From an optimization exercise on the open Yosys and OpenROAD flow, aimed at small area and a short achievable clock period; shortcuts taken in it are not production practice. Function was not checked in any run shown here: the RTL went through the layout flow alone. Power is estimated from default activity; no workload was simulated.

## flow/design.v (module list and top-level ports; edited modules follow where they fit)
// module koggeStoneAdder: 29 lines
// module partialProductStage: 47 lines
// module adderTreeLevel: 40 lines
// module signedMultiplier: 1730 lines
module signedMultiplier
(
	input  logic          clk,
	input  logic          arstN,
	input  mulPkg::operandPairT   operands,
	output mulPkg::productResultT result
);
  // ...
==> flow/run.sh <==
#!/bin/bash
# synth_recipe.tcl (not shown) runs the flow's synth.tcl, then flattens the netlist and writes it again
# the make line also repeats each setting of config.mk as NAME=value (left out here)
make -C /OpenROAD-flow-scripts/flow DESIGN_CONFIG=/design/flow/config.mk WORK_HOME=/design/flow/orfs CLKGATE_MAP_FILE= SYNTH_SCRIPT=/design/flow/synth_recipe.tcl finish
==> flow/config.mk <==
export PLATFORM = sky130hd
export DESIGN_NAME = signedMultiplier
export DESIGN_NICKNAME = signedMultiplier
export VERILOG_FILES = /design/flow/design.v
export SDC_FILE = /design/flow/constraint.sdc
export NUM_CORES = 4
export LEC_CHECK = 0
export ABC_CLOCK_PERIOD_IN_PS = 1700
export CAP_MARGIN = 20
export CORE_MARGIN = 2
export CORE_UTILIZATION = 40
export SETUP_SLACK_MARGIN = 2.3
export SLEW_MARGIN = 20
==> flow/constraint.sdc <==
create_clock -name core_clock -period 4.0 [get_ports {clk}]
set_input_delay 0.8000 -clock core_clock [delete_from_list [all_inputs] [get_ports {clk}]]
set_output_delay 0.8000 -clock core_clock [all_outputs]
set_load 0.01 [all_outputs]
==> run notes, run 1 <==
The critical path depth in cells is 13. The total wire length after detailed routing came out at 81,500 um. There are 464 flip-flops and latches. The fraction of synthesis flops using an asynchronous set or reset pin is 0.0129. The largest net degree at the start of global routing came out at 27.

The fraction of area in multi-input gates is 0.443. The via count of the first global-routing pass came out at around 18,000. The final estimated routing congestion in global placement came out at 0.820. For this run, the total global-route usage over all layers was measured as 0.269. The most used flip-flop cell after synthesis is sky130_fd_sc_hd__dfxtp_1. By area, the combinational part of the netlist is dominated by adder cells.

The flow ran to the end and the layout has no timing, DRC or antenna violations. Across the VDD grid, the largest voltage drop is between 0.3 and 0.4 mV. The number of gates resized after CTS was 633.

Once detail routing completed, the nets flagged for antenna violations numbered 0. The met2 layer wire length in the routed design is 35,200 um. In this design, the critical path's most frequently occurring cell is sky130_fd_sc_hd__buf_4.

The path class of the lowest-slack min-delay path is flip-flop to flip-flop. The net switching component of the power came out at ~0.010 W. The post-synthesis cell type count is 50. The number of non-clock buffers in the layout is ~400.

The register with the most flip-flops in the layout has 167 of them. The share of the synthesized area in the top cell type is 0.398. The final-layout fill cell count is 4,319. The initial standard-cell utilization of the core is 0.406. Leaving out fill and tap cells, the most frequent cell in the layout is sky130_fd_sc_hd__dfxtp_1.
==> inputs of run 2 (changes only) <==
--- a/flow/design.v
+++ b/flow/design.v
@@ -976,18 +976,352 @@
 	logic c822;
 	logic s823;
 	logic c824;
 	logic s825;
 	logic c826;
 	logic s827;
 	logic c828;
 	logic [5:0] sum829;
+	logic g830;
+	logic p831;
+	logic g832;
+	logic p833;
+	logic g834;
+	logic p835;
+	logic g836;
+	logic p837;
+	logic g838;
+	logic p839;
+	logic G840;
+	logic P841;
+	logic G842;
+	logic P843;
+	logic G844;
+	logic P845;
+	logic G846;
+	logic P847;
+	logic G848;
+	logic P849;
+	logic G850;
+	logic P851;
+	logic G852;
+	logic P853;
 	logic [86:0] r2_d;
-	logic [43:0] sum830;
+	logic [43:0] sum854;
+	logic g855;
+	logic p856;
+	logic g857;
+	logic p858;
+	logic g859;
+	logic p860;
+	logic g861;
+	logic p862;
+	logic g863;
+	logic p864;
+	logic g865;
+	logic p866;
+	logic g867;
+	logic p868;
+	logic g869;
+	logic p870;
+	logic g871;
+	logic p872;
+	logic g873;
+	logic p874;
+	logic g875;
+	logic p876;
+	logic g877;
+	logic p878;
+	logic g879;
+	logic p880;
+	logic g881;
+	logic p882;
+	logic g883;
+	logic p884;
+	logic g885;
+	logic p886;
+	logic g887;
+	logic p888;
+	logic g889;
+	logic p890;
+	logic g891;
+	logic p892;
+	logic g893;
+	logic p894;
+	logic g895;
+	logic p896;
+	logic g897;
+	logic p898;
+	logic g899;
+	logic p900;
+	logic g901;
+	logic p902;
+	logic g903;
+	logic p904;
+	logic g905;
+	logic p906;
+	logic g907;
+	logic p908;
+	logic g909;
+	logic p910;
+	logic g911;
+	logic p912;
+	logic g913;
+	logic p914;
+	logic g915;
+	logic p916;
+	logic g917;
+	logic p918;
+	logic g919;
+	logic p920;
+	logic g921;
+	logic p922;
+	logic g923;
+	logic p924;
+	logic g925;
+	logic p926;
+	logic g927;
+	logic p928;
+	logic g929;
+	logic p930;
+	logic g931;
+	logic p932;
+	logic g933;
+	logic p934;
+	logic g935;
+	logic p936;
+	logic g937;
+	logic p938;
+	logic g939;
+	logic p940;
+	logic G941;
+	logic P942;
+	logic G943;
+	logic P944;
+	logic G945;
+	logic P946;
+	logic G947;
+	logic P948;
+	logic G949;
+	logic P950;
+	logic G951;
+	logic P952;
+	logic G953;
+	logic P954;
+	logic G955;
+	logic P956;
+	logic G957;
+	logic P958;
+	logic G959;
+	logic P960;
+	logic G961;
+	logic P962;
+	logic G963;
+	logic P964;
+	logic G965;
+	logic P966;
+	logic G967;
+	logic P968;
+	logic G969;
+	logic P970;
+	logic G971;
+	logic P972;
+	logic G973;
+	logic P974;
+	logic G975;
+	logic P976;
+	logic G977;
+	logic P978;
+	logic G979;
+	logic P980;
+	logic G981;
+	logic P982;
+	logic G983;
+	logic P984;
+	logic G985;
+	logic P986;
+	logic G987;
+	logic P988;
+	logic G989;
+	logic P990;
+	logic G991;
+	logic P992;
+	logic G993;
+	logic P994;
+	logic G995;
+	logic P996;
+	logic G997;
+	logic P998;
+	logic G999;
+	logic P1000;
+	logic G1001;
+	logic P1002;
+	logic G1003;
+	logic P1004;
+	logic G1005;
+	logic P1006;
+	logic G1007;
+	logic P1008;
+	logic G1009;
+	logic P1010;
+	logic G1011;
+	logic P1012;
+	logic G1013;
+	logic P1014;
+	logic G1015;
+	logic P1016;
+	logic G1017;
+	logic P1018;
+	logic G1019;
+	logic P1020;
+	logic G1021;
+	logic P1022;
+	logic G1023;
+	logic P1024;
+	logic G1025;
+	logic P1026;
+	logic G1027;
+	logic P1028;
+	logic G1029;
+	logic P1030;
+	logic G1031;
+	logic P1032;
+	logic G1033;
+	logic P1034;
+	logic G1035;
+	logic P1036;
+	logic G1037;
+	logic P1038;
+	logic G1039;
+	logic P1040;
+	logic G1041;
+	logic P1042;
+	logic G1043;
+	logic P1044;
+	logic G1045;
+	logic P1046;
+	logic G1047;
+	logic P1048;
+	logic G1049;
+	logic P1050;
+	logic G1051;
+	logic P1052;
+	logic G1053;
+	logic P1054;
+	logic G1055;
+	logic P1056;
+	logic G1057;
+	logic P1058;
+	logic G1059;
+	logic P1060;
+	logic G1061;
+	logic P1062;
+	logic G1063;
+	logic P1064;
+	logic G1065;
+	logic P1066;
+	logic G1067;
+	logic P1068;
+	logic G1069;
+	logic P1070;
+	logic G1071;
+	logic P1072;
+	logic G1073;
+	logic P1074;
+	logic G1075;
+	logic P1076;
+	logic G1077;
+	logic P1078;
+	logic G1079;
+	logic P1080;
+	logic G1081;
+	logic P1082;
+	logic G1083;
+	logic P1084;
+	logic G1085;
+	logic P1086;
+	logic G1087;
+	logic P1088;
+	logic G1089;
+	logic P1090;
+	logic G1091;
+	logic P1092;
+	logic G1093;
+	logic P1094;
+	logic G1095;
+	logic P1096;
+	logic G1097;
+	logic P1098;
+	logic G1099;
+	logic P1100;
+	logic G1101;
+	logic P1102;
+	logic G1103;
+	logic P1104;
+	logic G1105;
+	logic P1106;
+	logic G1107;
+	logic P1108;
+	logic G1109;
+	logic P1110;
+	logic G1111;
+	logic P1112;
+	logic G1113;
+	logic P1114;
+	logic G1115;
+	logic P1116;
+	logic G1117;
+	logic P1118;
+	logic G1119;
+	logic P1120;
+	logic G1121;
+	logic P1122;
+	logic G1123;
+	logic P1124;
+	logic G1125;
+	logic P1126;
+	logic G1127;
+	logic P1128;
+	logic G1129;
+	logic P1130;
+	logic G1131;
+	logic P1132;
+	logic G1133;
+	logic P1134;
+	logic G1135;
+	logic P1136;
+	logic G1137;
+	logic P1138;
+	logic G1139;
+	logic P1140;
+	logic G1141;
+	logic P1142;
+	logic G1143;
+	logic P1144;
+	logic G1145;
+	logic P1146;
+	logic G1147;
+	logic P1148;
+	logic G1149;
+	logic P1150;
+	logic G1151;
+	logic P1152;
+	logic G1153;
+	logic P1154;
+	logic G1155;
+	logic P1156;
+	logic G1157;
+	logic P1158;
+	logic G1159;
+	logic P1160;
+	logic G1161;
+	logic P1162;
+	logic G1163;
+	logic P1164;
 	logic [47:0] r3_p;
 	logic [47:0] r4_p;
 	logic [47:0] r5_p;
 	assign pp1 = (r0_one[0] & r0_a[0]) ^ r0_neg[0];
 	assign pp2 = ((r0_one[0] & r0_a[1]) | (r0_two[0] & r0_a[0])) ^ r0_neg[0];
 	assign pp3 = ((r0_one[0] & r0_a[2]) | (r0_two[0] & r0_a[1])) ^ r0_neg[0];
 	assign pp4 = ((r0_one[0] & r0_a[3]) | (r0_two[0] & r0_a[2])) ^ r0_neg[0];
 	assign pp5 = ((r0_one[0] & r0_a[4]) | (r0_two[0] & r0_a[3])) ^ r0_neg[0];
@@ -1809,18 +2143,400 @@
 	assign s821 = c754 ^ c694 ^ s695;
 	assign c822 = (c754 & c694) | (c754 & s695) | (c694 & s695);
 	assign s823 = c696 ^ s697;
 	assign c824 = c696 & s697;
 	assign s825 = c756 ^ c700;
 	assign c826 = c756 & c700;
 	assign s827 = c758 ^ r1_d[156];
 	assign c828 = c758 & r1_d[156];
-	assign sum829 = {1'b0, {s615, r1_d[4], r1_d[3], r1_d[2], r1_d[0]}} + {1'b0, {1'b0, 1'b0, 1'b0, 1'b0, r1_d[1]}} + {5'd0, 1'b0};
-	assign sum830 = {1'b0, {1'b1, r2_d[85], r2_d[84], r2_d[82], r2_d[81], r2_d[79], r2_d[77], r2_d[75], r2_d[73], r2_d[71], r2_d[69], r2_d[67], r2_d[65], r2_d[63], r2_d[61], r2_d[59], r2_d[57], r2_d[55], r2_d[53], r2_d[51], r2_d[49], r2_d[47], r2_d[45], r2_d[43], r2_d[41], r2_d[39], r2_d[37], r2_d[35], r2_d[33], r2_d[31], r2_d[29], r2_d[27], r2_d[25], r2_d[23], r2_d[21], r2_d[19], r2_d[17], r2_d[15], r2_d[13], r2_d[11], r2_d[9], r2_d[7], r2_d[6]}} + {1'b0, {1'b0, r2_d[86], 1'b0, r2_d[83], 1'b0, r2_d[80], r2_d[78], r2_d[76], r2_d[74], r2_d[72], r2_d[70], r2_d[68], r2_d[66], r2_d[64], r2_d[62], r2_d[60], r2_d[58], r2_d[56], r2_d[54], r2_d[52], r2_d[50], r2_d[48], r2_d[46], r2_d[44], r2_d[42], r2_d[40], r2_d[38], r2_d[36], r2_d[34], r2_d[32], r2_d[30], r2_d[28], r2_d[26], r2_d[24], r2_d[22], r2_d[20], r2_d[18], r2_d[16], r2_d[14], r2_d[12], r2_d[10], r2_d[8], 1'b0}} + {43'd0, r2_d[5]};
+	assign g830 = r1_d[0] & r1_d[1];
+	assign p831 = r1_d[0] ^ r1_d[1];
+	assign g832 = r1_d[2] & 1'b0;
+	assign p833 = r1_d[2] ^ 1'b0;
+	assign g834 = r1_d[3] & 1'b0;
+	assign p835 = r1_d[3] ^ 1'b0;
+	assign g836 = r1_d[4] & 1'b0;
+	assign p837 = r1_d[4] ^ 1'b0;
+	assign g838 = s615 & 1'b0;
+	assign p839 = s615 ^ 1'b0;
+	assign G840 = g830 | (p831 & 1'b0);
+	assign P841 = p831 & 1'b0;
+	assign G842 = g834 | (p835 & g832);
+	assign P843 = p835 & p833;
+	assign G844 = g838 | (p839 & g836);
+	assign P845 = p839 & p837;
+	assign G846 = g832 | (p833 & G840);
+	assign P847 = p833 & P841;
+	assign G848 = G842 | (P843 & G840);
+	assign P849 = P843 & P841;
+	assign G850 = g836 | (p837 & G848);
+	assign P851 = p837 & P849;
+	assign G852 = G844 | (P845 & G848);
+	assign P853 = P845 & P849;
+	assign sum829[0] = p831 ^ 1'b0;
+	assign sum829[1] = p833 ^ G840;
+	assign sum829[2] = p835 ^ G846;
+	assign sum829[3] = p837 ^ G848;
+	assign sum829[4] = p839 ^ G850;
+	assign sum829[5] = G852;
+	assign g855 = r2_d[6] & 1'b0;
+	assign p856 = r2_d[6] ^ 1'b0;
+	assign g857 = r2_d[7] & r2_d[8];
+	assign p858 = r2_d[7] ^ r2_d[8];
+	assign g859 = r2_d[9] & r2_d[10];
+	assign p860 = r2_d[9] ^ r2_d[10];
+	assign g861 = r2_d[11] & r2_d[12];
+	assign p862 = r2_d[11] ^ r2_d[12];
+	assign g863 = r2_d[13] & r2_d[14];
+	assign p864 = r2_d[13] ^ r2_d[14];
+	assign g865 = r2_d[15] & r2_d[16];
+	assign p866 = r2_d[15] ^ r2_d[16];
+	assign g867 = r2_d[17] & r2_d[18];
+	assign p868 = r2_d[17] ^ r2_d[18];
+	assign g869 = r2_d[19] & r2_d[20];
+	assign p870 = r2_d[19] ^ r2_d[20];
+	assign g871 = r2_d[21] & r2_d[22];
+	assign p872 = r2_d[21] ^ r2_d[22];
+	assign g873 = r2_d[23] & r2_d[24];
+	assign p874 = r2_d[23] ^ r2_d[24];
+	assign g875 = r2_d[25] & r2_d[26];
+	assign p876 = r2_d[25] ^ r2_d[26];
+	assign g877 = r2_d[27] & r2_d[28];
+	assign p878 = r2_d[27] ^ r2_d[28];
+	assign g879 = r2_d[29] & r2_d[30];
+	assign p880 = r2_d[29] ^ r2_d[30];
+	assign g881 = r2_d[31] & r2_d[32];
+	assign p882 = r2_d[31] ^ r2_d[32];
+	assign g883 = r2_d[33] & r2_d[34];
+	assign p884 = r2_d[33] ^ r2_d[34];
+	assign g885 = r2_d[35] & r2_d[36];
+	assign p886 = r2_d[35] ^ r2_d[36];
+	assign g887 = r2_d[37] & r2_d[38];
+	assign p888 = r2_d[37] ^ r2_d[38];
+	assign g889 = r2_d[39] & r2_d[40];
+	assign p890 = r2_d[39] ^ r2_d[40];
+	assign g891 = r2_d[41] & r2_d[42];
+	assign p892 = r2_d[41] ^ r2_d[42];
+	assign g893 = r2_d[43] & r2_d[44];
+	assign p894 = r2_d[43] ^ r2_d[44];
+	assign g895 = r2_d[45] & r2_d[46];
+	assign p896 = r2_d[45] ^ r2_d[46];
+	assign g897 = r2_d[47] & r2_d[48];
+	assign p898 = r2_d[47] ^ r2_d[48];
+	assign g899 = r2_d[49] & r2_d[50];
+	assign p900 = r2_d[49] ^ r2_d[50];
+	assign g901 = r2_d[51] & r2_d[52];
+	assign p902 = r2_d[51] ^ r2_d[52];
+	assign g903 = r2_d[53] & r2_d[54];
+	assign p904 = r2_d[53] ^ r2_d[54];
+	assign g905 = r2_d[55] & r2_d[56];
+	assign p906 = r2_d[55] ^ r2_d[56];
+	assign g907 = r2_d[57] & r2_d[58];
+	assign p908 = r2_d[57] ^ r2_d[58];
+	assign g909 = r2_d[59] & r2_d[60];
+	assign p910 = r2_d[59] ^ r2_d[60];
+	assign g911 = r2_d[61] & r2_d[62];
+	assign p912 = r2_d[61] ^ r2_d[62];
+	assign g913 = r2_d[63] & r2_d[64];
+	assign p914 = r2_d[63] ^ r2_d[64];
+	assign g915 = r2_d[65] & r2_d[66];
+	assign p916 = r2_d[65] ^ r2_d[66];
+	assign g917 = r2_d[67] & r2_d[68];
+	assign p918 = r2_d[67] ^ r2_d[68];
+	assign g919 = r2_d[69] & r2_d[70];
+	assign p920 = r2_d[69] ^ r2_d[70];
+	assign g921 = r2_d[71] & r2_d[72];
+	assign p922 = r2_d[71] ^ r2_d[72];
+	assign g923 = r2_d[73] & r2_d[74];
+	assign p924 = r2_d[73] ^ r2_d[74];
+	assign g925 = r2_d[75] & r2_d[76];
+	assign p926 = r2_d[75] ^ r2_d[76];
+	assign g927 = r2_d[77] & r2_d[78];
+	assign p928 = r2_d[77] ^ r2_d[78];
+	assign g929 = r2_d[79] & r2_d[80];
+	assign p930 = r2_d[79] ^ r2_d[80];
+	assign g931 = r2_d[81] & 1'b0;
+	assign p932 = r2_d[81] ^ 1'b0;
+	assign g933 = r2_d[82] & r2_d[83];
+	assign p934 = r2_d[82] ^ r2_d[83];
+	assign g935 = r2_d[84] & 1'b0;
+	assign p936 = r2_d[84] ^ 1'b0;
+	assign g937 = r2_d[85] & r2_d[86];
+	assign p938 = r2_d[85] ^ r2_d[86];
+	assign g939 = 1'b1 & 1'b0;
+	assign p940 = 1'b1 ^ 1'b0;
+	assign G941 = g855 | (p856 & r2_d[5]);
+	assign P942 = p856 & 1'b0;
+	assign G943 = g859 | (p860 & g857);
+	assign P944 = p860 & p858;
+	assign G945 = g863 | (p864 & g861);
+	assign P946 = p864 & p862;
+	assign G947 = g867 | (p868 & g865);
+	assign P948 = p868 & p866;
+	assign G949 = g871 | (p872 & g869);
+	assign P950 = p872 & p870;
+	assign G951 = g875 | (p876 & g873);
+	assign P952 = p876 & p874;
+	assign G953 = g879 | (p880 & g877);
+	assign P954 = p880 & p878;
+	assign G955 = g883 | (p884 & g881);
+	assign P956 = p884 & p882;
+	assign G957 = g887 | (p888 & g885);
+	assign P958 = p888 & p886;
+	assign G959 = g891 | (p892 & g889);
+	assign P960 = p892 & p890;
+	assign G961 = g895 | (p896 & g893);
+	assign P962 = p896 & p894;
+	assign G963 = g899 | (p900 & g897);
+	assign P964 = p900 & p898;
+	assign G965 = g903 | (p904 & g901);
+	assign P966 = p904 & p902;
+	assign G967 = g907 | (p908 & g905);
+	assign P968 = p908 & p906;
+	assign G969 = g911 | (p912 & g909);
+	assign P970 = p912 & p910;
+	assign G971 = g915 | (p916 & g913);
+	assign P972 = p916 & p914;
+	assign G973 = g919 | (p920 & g917);
+	assign P974 = p920 & p918;
+	assign G975 = g923 | (p924 & g921);
+	assign P976 = p924 & p922;
+	assign G977 = g927 | (p928 & g925);
+	assign P978 = p928 & p926;
+	assign G979 = g931 | (p932 & g929);
+	assign P980 = p932 & p930;
+	assign G981 = g935 | (p936 & g933);
+	assign P982 = p936 & p934;
+	assign G983 = g939 | (p940 & g937);
+	assign P984 = p940 & p938;
+	assign G985 = g857 | (p858 & G941);
+	assign P986 = p858 & P942;
+	assign G987 = G943 | (P944 & G941);
+	assign P988 = P944 & P942;
+	assign G989 = g865 | (p866 & G945);
+	assign P990 = p866 & P946;
+	assign G991 = G947 | (P948 & G945);
+	assign P992 = P948 & P946;
+	assign G993 = g873 | (p874 & G949);
+	assign P994 = p874 & P950;
+	assign G995 = G951 | (P952 & G949);
+	assign P996 = P952 & P950;
+	assign G997 = g881 | (p882 & G953);
+	assign P998 = p882 & P954;
+	assign G999 = G955 | (P956 & G953);
+	assign P1000 = P956 & P954;
+	assign G1001 = g889 | (p890 & G957);
+	assign P1002 = p890 & P958;
+	assign G1003 = G959 | (P960 & G957);
+	assign P1004 = P960 & P958;
+	assign G1005 = g897 | (p898 & G961);
+	assign P1006 = p898 & P962;
+	assign G1007 = G963 | (P964 & G961);
+	assign P1008 = P964 & P962;
+	assign G1009 = g905 | (p906 & G965);
+	assign P1010 = p906 & P966;
+	assign G1011 = G967 | (P968 & G965);
+	assign P1012 = P968 & P966;
+	assign G1013 = g913 | (p914 & G969);
+	assign P1014 = p914 & P970;
+	assign G1015 = G971 | (P972 & G969);
+	assign P1016 = P972 & P970;
+	assign G1017 = g921 | (p922 & G973);
+	assign P1018 = p922 & P974;
+	assign G1019 = G975 | (P976 & G973);
+	assign P1020 = P976 & P974;
+	assign G1021 = g929 | (p930 & G977);
+	assign P1022 = p930 & P978;
+	assign G1023 = G979 | (P980 & G977);
+	assign P1024 = P980 & P978;
+	assign G1025 = g937 | (p938 & G981);
+	assign P1026 = p938 & P982;
+	assign G1027 = G983 | (P984 & G981);
+	assign P1028 = P984 & P982;
+	assign G1029 = g861 | (p862 & G987);
+	assign P1030 = p862 & P988;
+	assign G1031 = G945 | (P946 & G987);
+	assign P1032 = P946 & P988;
+	assign G1033 = G989 | (P990 & G987);
+	assign P1034 = P990 & P988;
+	assign G1035 = G991 | (P992 & G987);
+	assign P1036 = P992 & P988;
+	assign G1037 = g877 | (p878 & G995);
+	assign P1038 = p878 & P996;
+	assign G1039 = G953 | (P954 & G995);
+	assign P1040 = P954 & P996;
+	assign G1041 = G997 | (P998 & G995);
+	assign P1042 = P998 & P996;
+	assign G1043 = G999 | (P1000 & G995);
+	assign P1044 = P1000 & P996;
+	assign G1045 = g893 | (p894 & G1003);
+	assign P1046 = p894 & P1004;
+	assign G1047 = G961 | (P962 & G1003);
+	assign P1048 = P962 & P1004;
+	assign G1049 = G1005 | (P1006 & G1003);
+	assign P1050 = P1006 & P1004;
+	assign G1051 = G1007 | (P1008 & G1003);
+	assign P1052 = P1008 & P1004;
+	assign G1053 = g909 | (p910 & G1011);
+	assign P1054 = p910 & P1012;
+	assign G1055 = G969 | (P970 & G1011);
+	assign P1056 = P970 & P1012;
+	assign G1057 = G1013 | (P1014 & G1011);
+	assign P1058 = P1014 & P1012;
+	assign G1059 = G1015 | (P1016 & G1011);
+	assign P1060 = P1016 & P1012;
+	assign G1061 = g925 | (p926 & G1019);
+	assign P1062 = p926 & P1020;
+	assign G1063 = G977 | (P978 & G1019);
+	assign P1064 = P978 & P1020;
+	assign G1065 = G1021 | (P1022 & G1019);
+	assign P1066 = P1022 & P1020;
+	assign G1067 = G1023 | (P1024 & G1019);
+	assign P1068 = P1024 & P1020;
+	assign G1069 = g869 | (p870 & G1035);
+	assign P1070 = p870 & P1036;
+	assign G1071 = G949 | (P950 & G1035);
+	assign P1072 = P950 & P1036;
+	assign G1073 = G993 | (P994 & G1035);
+	assign P1074 = P994 & P1036;
+	assign G1075 = G995 | (P996 & G1035);
+	assign P1076 = P996 & P1036;
+	assign G1077 = G1037 | (P1038 & G1035);
+	assign P1078 = P1038 & P1036;
+	assign G1079 = G1039 | (P1040 & G1035);
+	assign P1080 = P1040 & P1036;
+	assign G1081 = G1041 | (P1042 & G1035);
+	assign P1082 = P1042 & P1036;
+	assign G1083 = G1043 | (P1044 & G1035);
+	assign P1084 = P1044 & P1036;
+	assign G1085 = g901 | (p902 & G1051);
+	assign P1086 = p902 & P1052;
+	assign G1087 = G965 | (P966 & G1051);
+	assign P1088 = P966 & P1052;
+	assign G1089 = G1009 | (P1010 & G1051);
+	assign P1090 = P1010 & P1052;
+	assign G1091 = G1011 | (P1012 & G1051);
+	assign P1092 = P1012 & P1052;
+	assign G1093 = G1053 | (P1054 & G1051);
+	assign P1094 = P1054 & P1052;
+	assign G1095 = G1055 | (P1056 & G1051);
+	assign P1096 = P1056 & P1052;
+	assign G1097 = G1057 | (P1058 & G1051);
+	assign P1098 = P1058 & P1052;
+	assign G1099 = G1059 | (P1060 & G1051);
+	assign P1100 = P1060 & P1052;
+	assign G1101 = g933 | (p934 & G1067);
+	assign P1102 = p934 & P1068;
+	assign G1103 = G981 | (P982 & G1067);
+	assign P1104 = P982 & P1068;
+	assign G1105 = G1025 | (P1026 & G1067);
+	assign P1106 = P1026 & P1068;
+	assign G1107 = G1027 | (P1028 & G1067);
+	assign P1108 = P1028 & P1068;
+	assign G1109 = g885 | (p886 & G1083);
+	assign P1110 = p886 & P1084;
+	assign G1111 = G957 | (P958 & G1083);
+	assign P1112 = P958 & P1084;
+	assign G1113 = G1001 | (P1002 & G1083);
+	assign P1114 = P1002 & P1084;
+	assign G1115 = G1003 | (P1004 & G1083);
+	assign P1116 = P1004 & P1084;
+	assign G1117 = G1045 | (P1046 & G1083);
+	assign P1118 = P1046 & P1084;
+	assign G1119 = G1047 | (P1048 & G1083);
+	assign P1120 = P1048 & P1084;
+	assign G1121 = G1049 | (P1050 & G1083);
+	assign P1122 = P1050 & P1084;
+	assign G1123 = G1051 | (P1052 & G1083);
+	assign P1124 = P1052 & P1084;
+	assign G1125 = G1085 | (P1086 & G1083);
+	assign P1126 = P1086 & P1084;
+	assign G1127 = G1087 | (P1088 & G1083);
+	assign P1128 = P1088 & P1084;
+	assign G1129 = G1089 | (P1090 & G1083);
+	assign P1130 = P1090 & P1084;
+	assign G1131 = G1091 | (P1092 & G1083);
+	assign P1132 = P1092 & P1084;
+	assign G1133 = G1093 | (P1094 & G1083);
+	assign P1134 = P1094 & P1084;
+	assign G1135 = G1095 | (P1096 & G1083);
+	assign P1136 = P1096 & P1084;
+	assign G1137 = G1097 | (P1098 & G1083);
+	assign P1138 = P1098 & P1084;
+	assign G1139 = G1099 | (P1100 & G1083);
+	assign P1140 = P1100 & P1084;
+	assign G1141 = g917 | (p918 & G1139);
+	assign P1142 = p918 & P1140;
+	assign G1143 = G973 | (P974 & G1139);
+	assign P1144 = P974 & P1140;
+	assign G1145 = G1017 | (P1018 & G1139);
+	assign P1146 = P1018 & P1140;
+	assign G1147 = G1019 | (P1020 & G1139);
+	assign P1148 = P1020 & P1140;
+	assign G1149 = G1061 | (P1062 & G1139);
+	assign P1150 = P1062 & P1140;
+	assign G1151 = G1063 | (P1064 & G1139);
+	assign P1152 = P1064 & P1140;
+	assign G1153 = G1065 | (P1066 & G1139);
+	assign P1154 = P1066 & P1140;
+	assign G1155 = G1067 | (P1068 & G1139);
+	assign P1156 = P1068 & P1140;
+	assign G1157 = G1101 | (P1102 & G1139);
+	assign P1158 = P1102 & P1140;
+	assign G1159 = G1103 | (P1104 & G1139);
+	assign P1160 = P1104 & P1140;
+	assign G1161 = G1105 | (P1106 & G1139);
+	assign P1162 = P1106 & P1140;
+	assign G1163 = G1107 | (P1108 & G1139);
+	assign P1164 = P1108 & P1140;
+	assign sum854[0] = p856 ^ r2_d[5];
+	assign sum854[1] = p858 ^ G941;
+	assign sum854[2] = p860 ^ G985;
+	assign sum854[3] = p862 ^ G987;
+	assign sum854[4] = p864 ^ G1029;
+	assign sum854[5] = p866 ^ G1031;
+	assign sum854[6] = p868 ^ G1033;
+	assign sum854[7] = p870 ^ G1035;
+	assign sum854[8] = p872 ^ G1069;
+	assign sum854[9] = p874 ^ G1071;
+	assign sum854[10] = p876 ^ G1073;
+	assign sum854[11] = p878 ^ G1075;
+	assign sum854[12] = p880 ^ G1077;
+	assign sum854[13] = p882 ^ G1079;
+	assign sum854[14] = p884 ^ G1081;
+	assign sum854[15] = p886 ^ G1083;
+	assign sum854[16] = p888 ^ G1109;
+	assign sum854[17] = p890 ^ G1111;
+	assign sum854[18] = p892 ^ G1113;
+	assign sum854[19] = p894 ^ G1115;
+	assign sum854[20] = p896 ^ G1117;
+	assign sum854[21] = p898 ^ G1119;
+	assign sum854[22] = p900 ^ G1121;
+	assign sum854[23] = p902 ^ G1123;
+	assign sum854[24] = p904 ^ G1125;
+	assign sum854[25] = p906 ^ G1127;
+	assign sum854[26] = p908 ^ G1129;
+	assign sum854[27] = p910 ^ G1131;
+	assign sum854[28] = p912 ^ G1133;
+	assign sum854[29] = p914 ^ G1135;
+	assign sum854[30] = p916 ^ G1137;
+	assign sum854[31] = p918 ^ G1139;
+	assign sum854[32] = p920 ^ G1141;
+	assign sum854[33] = p922 ^ G1143;
+	assign sum854[34] = p924 ^ G1145;
+	assign sum854[35] = p926 ^ G1147;
+	assign sum854[36] = p928 ^ G1149;
+	assign sum854[37] = p930 ^ G1151;
+	assign sum854[38] = p932 ^ G1153;
+	assign sum854[39] = p934 ^ G1155;
+	assign sum854[40] = p936 ^ G1157;
+	assign sum854[41] = p938 ^ G1159;
+	assign sum854[42] = p940 ^ G1161;
+	assign sum854[43] = G1163;
 	always_ff @(posedge clk) begin
 		r0_a <= operands.multiplicand;
 		r0_neg[0] <= (mb[1]);
 		r0_one[0] <= (mb[0] ^ 1'b0);
 		r0_two[0] <= ((mb[1] & ~mb[0] & ~1'b0) | (~mb[1] & mb[0] & 1'b0));
 		r0_neg[1] <= (mb[3]);
 		r0_one[1] <= (mb[2] ^ mb[1]);
 		r0_two[1] <= ((mb[3] & ~mb[2] & ~mb[1]) | (~mb[3] & mb[2] & mb[1]));
@@ -1851,17 +2567,17 @@
 		r0_neg[10] <= (mb[21]);
 		r0_one[10] <= (mb[20] ^ mb[19]);
 		r0_two[10] <= ((mb[21] & ~mb[20] & ~mb[19]) | (~mb[21] & mb[20] & mb[19]));
 		r0_neg[11] <= (mb[23]);
 		r0_one[11] <= (mb[22] ^ mb[21]);
 		r0_two[11] <= ((mb[23] & ~mb[22] & ~mb[21]) | (~mb[23] & mb[22] & mb[21]));
 		r1_d <= {pp300, pp299, c614, s613, s483, c482, s481, c480, c612, s611, c610, s609, c608, s607, c606, pp292, pp269, s605, c604, s471, s603, c602, s467, s601, c600, s463, s599, c598, pp288, s459, s597, c596, c594, s595, s593, c592, c590, pp286, s591, s589, c588, c586, s587, s585, c584, c582, s583, s581, c580, c578, s579, s577, c576, c574, pp282, s575, s573, c572, c570, c568, s571, s569, s567, c566, c564, c562, s565, s563, s561, c560, c558, c556, s559, s557, s555, c554, c552, c550, s553, s551, s549, c548, c546, c544, s547, s545, s543, c542, c540, c538, s541, s539, s537, c536, c534, c532, s535, s533, s531, c530, c528, s373, s529, s527, c526, c524, pp227, s525, s523, c522, c520, r0_neg[9], pp226, s521, s519, c518, c516, s517, s515, c514, c512, s513, s511, c510, c508, pp177, s509, s507, c506, s337, s335, s505, c504, pp152, s331, s503, c502, c500, s501, s499, c498, s323, s497, c496, r0_neg[5], s495, c494, pp102, pp79, s493, c492, s491, c490, s489, c488, r0_neg[3], s487, s305, c304, r0_neg[2], s303, c486, s485, s301, pp2, r0_neg[0], pp1};
 		r2_d <= {r1_d[166], c706, s705, r1_d[163], c760, s759, s703, c828, r1_d[157], s827, s757, c826, s701, s825, s755, c824, s823, c822, s821, c820, s819, c818, s817, c816, s815, c814, s813, c812, s811, c810, s809, c808, s807, c806, s805, c804, s803, c802, s801, c800, s799, c798, s797, c796, s795, c794, s793, c792, s791, c790, s789, c788, s787, c786, s785, c784, s783, c782, s781, c780, s779, c778, s777, c776, s775, c774, s773, c772, s771, c770, s769, c768, s767, c766, s765, c764, s763, c762, r1_d[11], s761, s707, sum829[5], sum829[4], sum829[3], sum829[2], sum829[1], sum829[0]};
-		r3_p <= {sum830[42], sum830[41], sum830[40], sum830[39], sum830[38], sum830[37], sum830[36], sum830[35], sum830[34], sum830[33], sum830[32], sum830[31], sum830[30], sum830[29], sum830[28], sum830[27], sum830[26], sum830[25], sum830[24], sum830[23], sum830[22], sum830[21], sum830[20], sum830[19], sum830[18], sum830[17], sum830[16], sum830[15], sum830[14], sum830[13], sum830[12], sum830[11], sum830[10], sum830[9], sum830[8], sum830[7], sum830[6], sum830[5], sum830[4], sum830[3], sum830[2], sum830[1], sum830[0], r2_d[4], r2_d[3], r2_d[2], r2_d[1], r2_d[0]};
+		r3_p <= {sum854[42], sum854[41], sum854[40], sum854[39], sum854[38], sum854[37], sum854[36], sum854[35], sum854[34], sum854[33], sum854[32], sum854[31], sum854[30], sum854[29], sum854[28], sum854[27], sum854[26], sum854[25], sum854[24], sum854[23], sum854[22], sum854[21], sum854[20], sum854[19], sum854[18], sum854[17], sum854[16], sum854[15], sum854[14], sum854[13], sum854[12], sum854[11], sum854[10], sum854[9], sum854[8], sum854[7], sum854[6], sum854[5], sum854[4], sum854[3], sum854[2], sum854[1], sum854[0], r2_d[4], r2_d[3], r2_d[2], r2_d[1], r2_d[0]};
 		r4_p <= r3_p;
 		r5_p <= r4_p;
 	end
 	always_ff @(posedge clk or negedge arstN) begin
 		if (!arstN) begin
 			valid <= 6'd0;
 		end else begin
 			valid <= {valid[4:0], operands.valid};
==> flow/config.mk (replaced) <==
export PLATFORM = sky130hd
export DESIGN_NAME = signedMultiplier
export DESIGN_NICKNAME = signedMultiplier
export VERILOG_FILES = /design/flow/design.v
export SDC_FILE = /design/flow/constraint.sdc
export NUM_CORES = 4
export LEC_CHECK = 0
export CAP_MARGIN = 20
export CORE_MARGIN = 2
export CORE_UTILIZATION = 40
export SETUP_SLACK_MARGIN = 1.8
export SLEW_MARGIN = 20
==> run 2 against run 1 <==
Largest cell class unchanged. Still clean on timing, DRC and antenna. Critical path type unchanged. Via count decreased by 13%. Setup slack improved by 0.053 ns. Core utilization decreased by 9.5 points. Cell count decreased by 7.3%.
==> run notes, run 2 <==
The run finished with no timing, DRC or antenna violations. The fraction of synthesis flops using an asynchronous set or reset pin is 0.0129 (unchanged). During I/O placement, the number of pins put on the boundary was 100.

The post-detailed-route count of antenna-violating nets is 0 (unchanged). The most numerous cell type found on the critical path is sky130_fd_sc_hd__buf_4. The largest total area in the synthesized netlist belongs to sky130_fd_sc_hd__dfxtp_1. The quantity of I/O buffers inserted on ports came out at 99. The floorplan core area is around 0.056 sq mm.

The fraction of layout instances using a drive strength above 1 came out at 0.171. Subtracting the final worst setup slack from the clock period gives 2.79 ns. The share of the synthesized area in the top cell type came out at 0.405 (+0.00725). The number of flip-flops in the largest register came out at 167 (unchanged). The post-route total power is between 0.02 and 0.025 W. The top cell types in the final layout, fill and taps aside, are sky130_fd_sc_hd__dfxtp_1 (402), sky130_fd_sc_hd__inv_1 (250), sky130_fd_sc_hd__a22oi_1 (245), sky130_fd_sc_hd__fa_1 (224), sky130_fd_sc_hd__xor2_1 (190).

Of the available clock period, the critical path in the final layout requires 0.699. The met2 layer wire length in the routed design came out at 27,600 um (-22%). The final estimated routing congestion in global placement is 0.836 (+2.0%). Dividing the synthesized area by the synthesized cell count gives around 11 sq um.

The chip width is 242 um. The wire length of the first global-routing pass is 89,100 um. The initial antenna violation count is 1. Sorting the synthesized cells by area gives the leading types as sky130_fd_sc_hd__dfxtp_1 (40%), sky130_fd_sc_hd__fa_1 (20%), sky130_fd_sc_hd__a22oi_1 (9.2%), sky130_fd_sc_hd__xor2_1 (7.4%), sky130_fd_sc_hd__xnor2_1 (5.7%). At the worst endpoint, the arrival time is 3.27 ns.

Headroom to the max-slew limit came out at 0.464. In the synthesized netlist, the number of instances is 1,990. TritonCTS built the clock tree. The commonest cells after synthesis are sky130_fd_sc_hd__dfxtp_1 (458), sky130_fd_sc_hd__a22oi_1 (276), sky130_fd_sc_hd__inv_1 (251).

Compared with the post-synthesis result, the final layout area differs by 23.7%. The tool flagged a number of max-cap violations equal to 0. The slowest cell on the critical path is sky130_fd_sc_hd__a2111oi_4.

The worst setup path is launched from a flip-flop. The final sum of negative setup slack is 0 ns. The vertical die dimension is 242 um.

The cell family contributing the most delay on the critical path is compound AO/OA/AOI/OAI gates. The largest voltage drop on the vdd net is 0.343 mV (-11%). The kind of critical path is flip-flop to flip-flop. After synthesis the netlist holds a flip-flop and latch count of 464.

The min-delay analysis places its worst path in the category flip-flop to flip-flop. The largest net degree at the start of global routing came to 27 (unchanged). The most used flip-flop cell after synthesis is sky130_fd_sc_hd__dfxtp_1.

The number of enable flip-flop cells after synthesis is 0. The total wire length after detailed routing is 59,700 um (-27%). Walking the worst path, the cells encountered are ha_4 -> o211ai_1 -> buf_4 -> a211oi_4 -> o2111ai_4 -> a2111oi_4 -> buf_4 -> o21ai_4 -> a31oi_4 -> a211oi_1 -> a311o_1. The library cell used most frequently in the layout, excluding fill and tap cells, is sky130_fd_sc_hd__dfxtp_1. The worst register-to-register path begins at r2_d[11]. The number of buffers and inverters on the critical path is 2. In this run the top signal layer used is met4. The detailed-routing iteration count for the pre-antenna-repair pass is 6. The via count of the first global-routing pass is 15,700 (-13%). The met3 wire length is 5370 um. The number of warnings reported in the yosys synthesis log came out at 1. The tree is rooted in a sky130_fd_sc_hd__clkbuf_16. The endpoint required time on the critical path came out at 4.47 ns.

In this run the worst setup path begins at r2_d[11]. The overflow left after global routing came out at 0. The largest stage delay on the critical path came out at 0.37 ns. Detailed placement ended at an HPWL of 36,900 um. Buffers inserted to repair hold after CTS numbered 0. The number of sinks on the clock net is 464.

The insertion delay to the later sink of the worst-skew pair is 0.59 ns. Setup repair after global routing could not meet its margin everywhere. The critical-path maximum fanout is 5. The total number of nets in the final design came out at ~2,500. The number of cell rows came out at between 80 and 90. The number of hold-slack violations in the final timing report is 0. The routed layout has 15,100 vias.

In the final layout, the registers with the most flip-flops are r1_d (167), r2_d (87). The number of antenna diodes in the final layout is 0. For the pin with the worst max-slew slack, the measured transition is 0.802 ns. On the final layout, the worst hold slack is 0.312 ns.

The routed length per instance is 20.3 um. The net count after synthesis came out at 2,345. Clock-pin slew was measured on the worst setup and hold paths at around 0.060 ns. In the final routing, the length of wire on met1 measures around 25,000 um.

For this design the static power due to leakage is 11.9 nW. Power spread over the standard cell area amounts to about 780 mW/mm^2. The clock passes through at most 3 buffers. TritonCTS created 49 clock buffers. The initial standard-cell utilization of the core is 0.403 (-0.00341). STA classifies the critical path endpoint as a flip-flop.

The die footprint came out at 0.0585 sq mm. The number of levels in the clock H-tree is 2. The mapped cell area is between 0.02 and 0.025 sq mm.

The fmax came out at 0.358 GHz. The post-synthesis sequential area ratio is 0.412. The most repeated cell in the gate-level netlist after synthesis is sky130_fd_sc_hd__dfxtp_1. Counting flops per register, the top entry is r1_d.

The setup skew after layout is 0.0371 ns. The number of slew-limit violations in the final report is 0. The first routing iteration left about 1,300 violations.

The number of setup violations in the final report came out at 0. The total track usage came out at 0.194 (-0.0745). The startpoint identified for the worst hold timing path is r3_p[34].

The average vias per placed instance is between 5 and 6. The post-synthesis cell type count came out at 54 (+8.0%). The number of remaining DRC errors is 0.
==> run 2: cell types whose count changed after synthesis, moves of 9 or more <==
| cell | before | now |
|---|---|---|
| sky130_fd_sc_hd__a21oi_1 | 44 | 22 |
| sky130_fd_sc_hd__xnor2_1 | 157 | 148 |
| sky130_fd_sc_hd__o21ai_0 | 52 | 36 |
| sky130_fd_sc_hd__nor2_1 | 16 | 27 |
| sky130_fd_sc_hd__nand2_1 | 41 | 28 |
| sky130_fd_sc_hd__clkbuf_1 | 136 | 125 |
| sky130_fd_sc_hd__a21o_1 | 20 | 8 |
==> run 2: repair_timing <==
action                     CTS  global route
gates cloned                 1             3
pin swaps                    8            40
setup endpoints to repair  212            78
gates resized for setup    180           109
setup buffers               22            62
==> run 2: kinds of logic after synthesis <==
group,after synthesis,share of synthesized area
xor gates and xnor gates,340,0.132
adders and majority gates,304,0.243
DFF,464,0.412
muxes,4,0.00199
AOI/OAI and AO/OA,374,0.122
and+or+nand+nor,108,0.0242
buffers and inverters,396,0.0658
==> run 2: final cells by class <==
| type | count | area (sq um) |
|---|---|---|
| Multi-Input combinational cell | 1130 | 12300 |
| Fill cell | 5060 | 28200 |
| Timing Repair Buffer | 244 | 2590 |
| Clock buffer | 69 | 1450 |
| Sequential cell | 464 | 9500 |
| Inverter | 251 | 942 |
| Tap cell | 756 | 946 |
| Clock inverter | 21 | 272 |
==> run 2: worst register-to-register path, cell delays in order, from the launching register on <==
cell and delay (ns):
sky130_fd_sc_hd__dfxtp_4 0.36, sky130_fd_sc_hd__ha_4 0.25, sky130_fd_sc_hd__o211ai_1 0.08, sky130_fd_sc_hd__buf_4 0.15
sky130_fd_sc_hd__a211oi_4 0.29, sky130_fd_sc_hd__o2111ai_4 0.20, sky130_fd_sc_hd__a2111oi_4 0.37, sky130_fd_sc_hd__buf_4 0.19
sky130_fd_sc_hd__o21ai_4 0.11, sky130_fd_sc_hd__a31oi_4 0.22, sky130_fd_sc_hd__a211oi_1 0.11, sky130_fd_sc_hd__a311o_1 0.33
==> run 2: metrics by stage <==
| stage | instance area (sq um) | setup slack, ns | instances | util |
|---|---|---|---|---|
| CTS | 26800 | 1.19 | 2870 | 0.478 |
| detailed placement | 24500 | 0.859 | 2757 | 0.437 |
| global placement | 24500 | 0.907 | 2757 | 0.437 |
| finish | 28000 | 1.21 | 2935 | 0.499 |
| floorplan | 22700 | 1.57 | 1990 | - |
| global route | 28000 | 1.03 | 2935 | 0.499 |
==> run 2: layer usage <==
metal / GRT usage / vias to the layer above
met5: 0 / -
met4: 0.0608 / 0
met3: 0.0428 / 134
met2: 0.311 / 693
met1: 0.263 / 7478
li1: - / 6754
==> run 2: path summary, 6_finish.rpt <==
check / end / slack [ns] / cells after the start
hold reg to reg: r4_p[34] / 0.31 / 0
setup / recovery: r3_p[42] / 1.21 / 11
hold / removal: r4_p[34] / 0.31 / 0
setup reg to reg: r3_p[42] / 1.21 / 11
min in group asynchronous: valid[3] / 0.45 / 1
max in group asynchronous: valid[0] / 3.35 / 1
==> run 2: report_power, final <==
part           internal, W  switching, W
clock network      0.00287       0.00187
registers          0.00681      0.000902
logic              0.00432       0.00513
total               0.0140       0.00790

afterwards: timing with drivers on the ports:
In the flow no input, the clock included, has a driving cell. The finished layouts below were timed again as built, in two steps. Step 1 assumes that a clkbuf_16 drives the clock port and a buf_2 every other input. Step 2, shift: input delay + t, output delay - t, t = (earliest + latest rising clock arrival at the registers) / 2. This alone moves slack from input paths to output paths. a / b / c = no drivers / after step 1 / after step 2; a / b = the first two.
run | t, ns | slack for setup (ns) | worst setup path at the end | slew at the worst register clock pin (ns) | pins driven straight from the clock port
run 1 | 0.667 | 1.153 / 1.153 / 1.153 | register to register | 0.07 / 0.07 | 1
run 2 | 0.639 | 1.205 / 1.205 / 1.205 | register to register | 0.07 / 0.07 | 1
After both steps setup and hold are still met in every run listed.
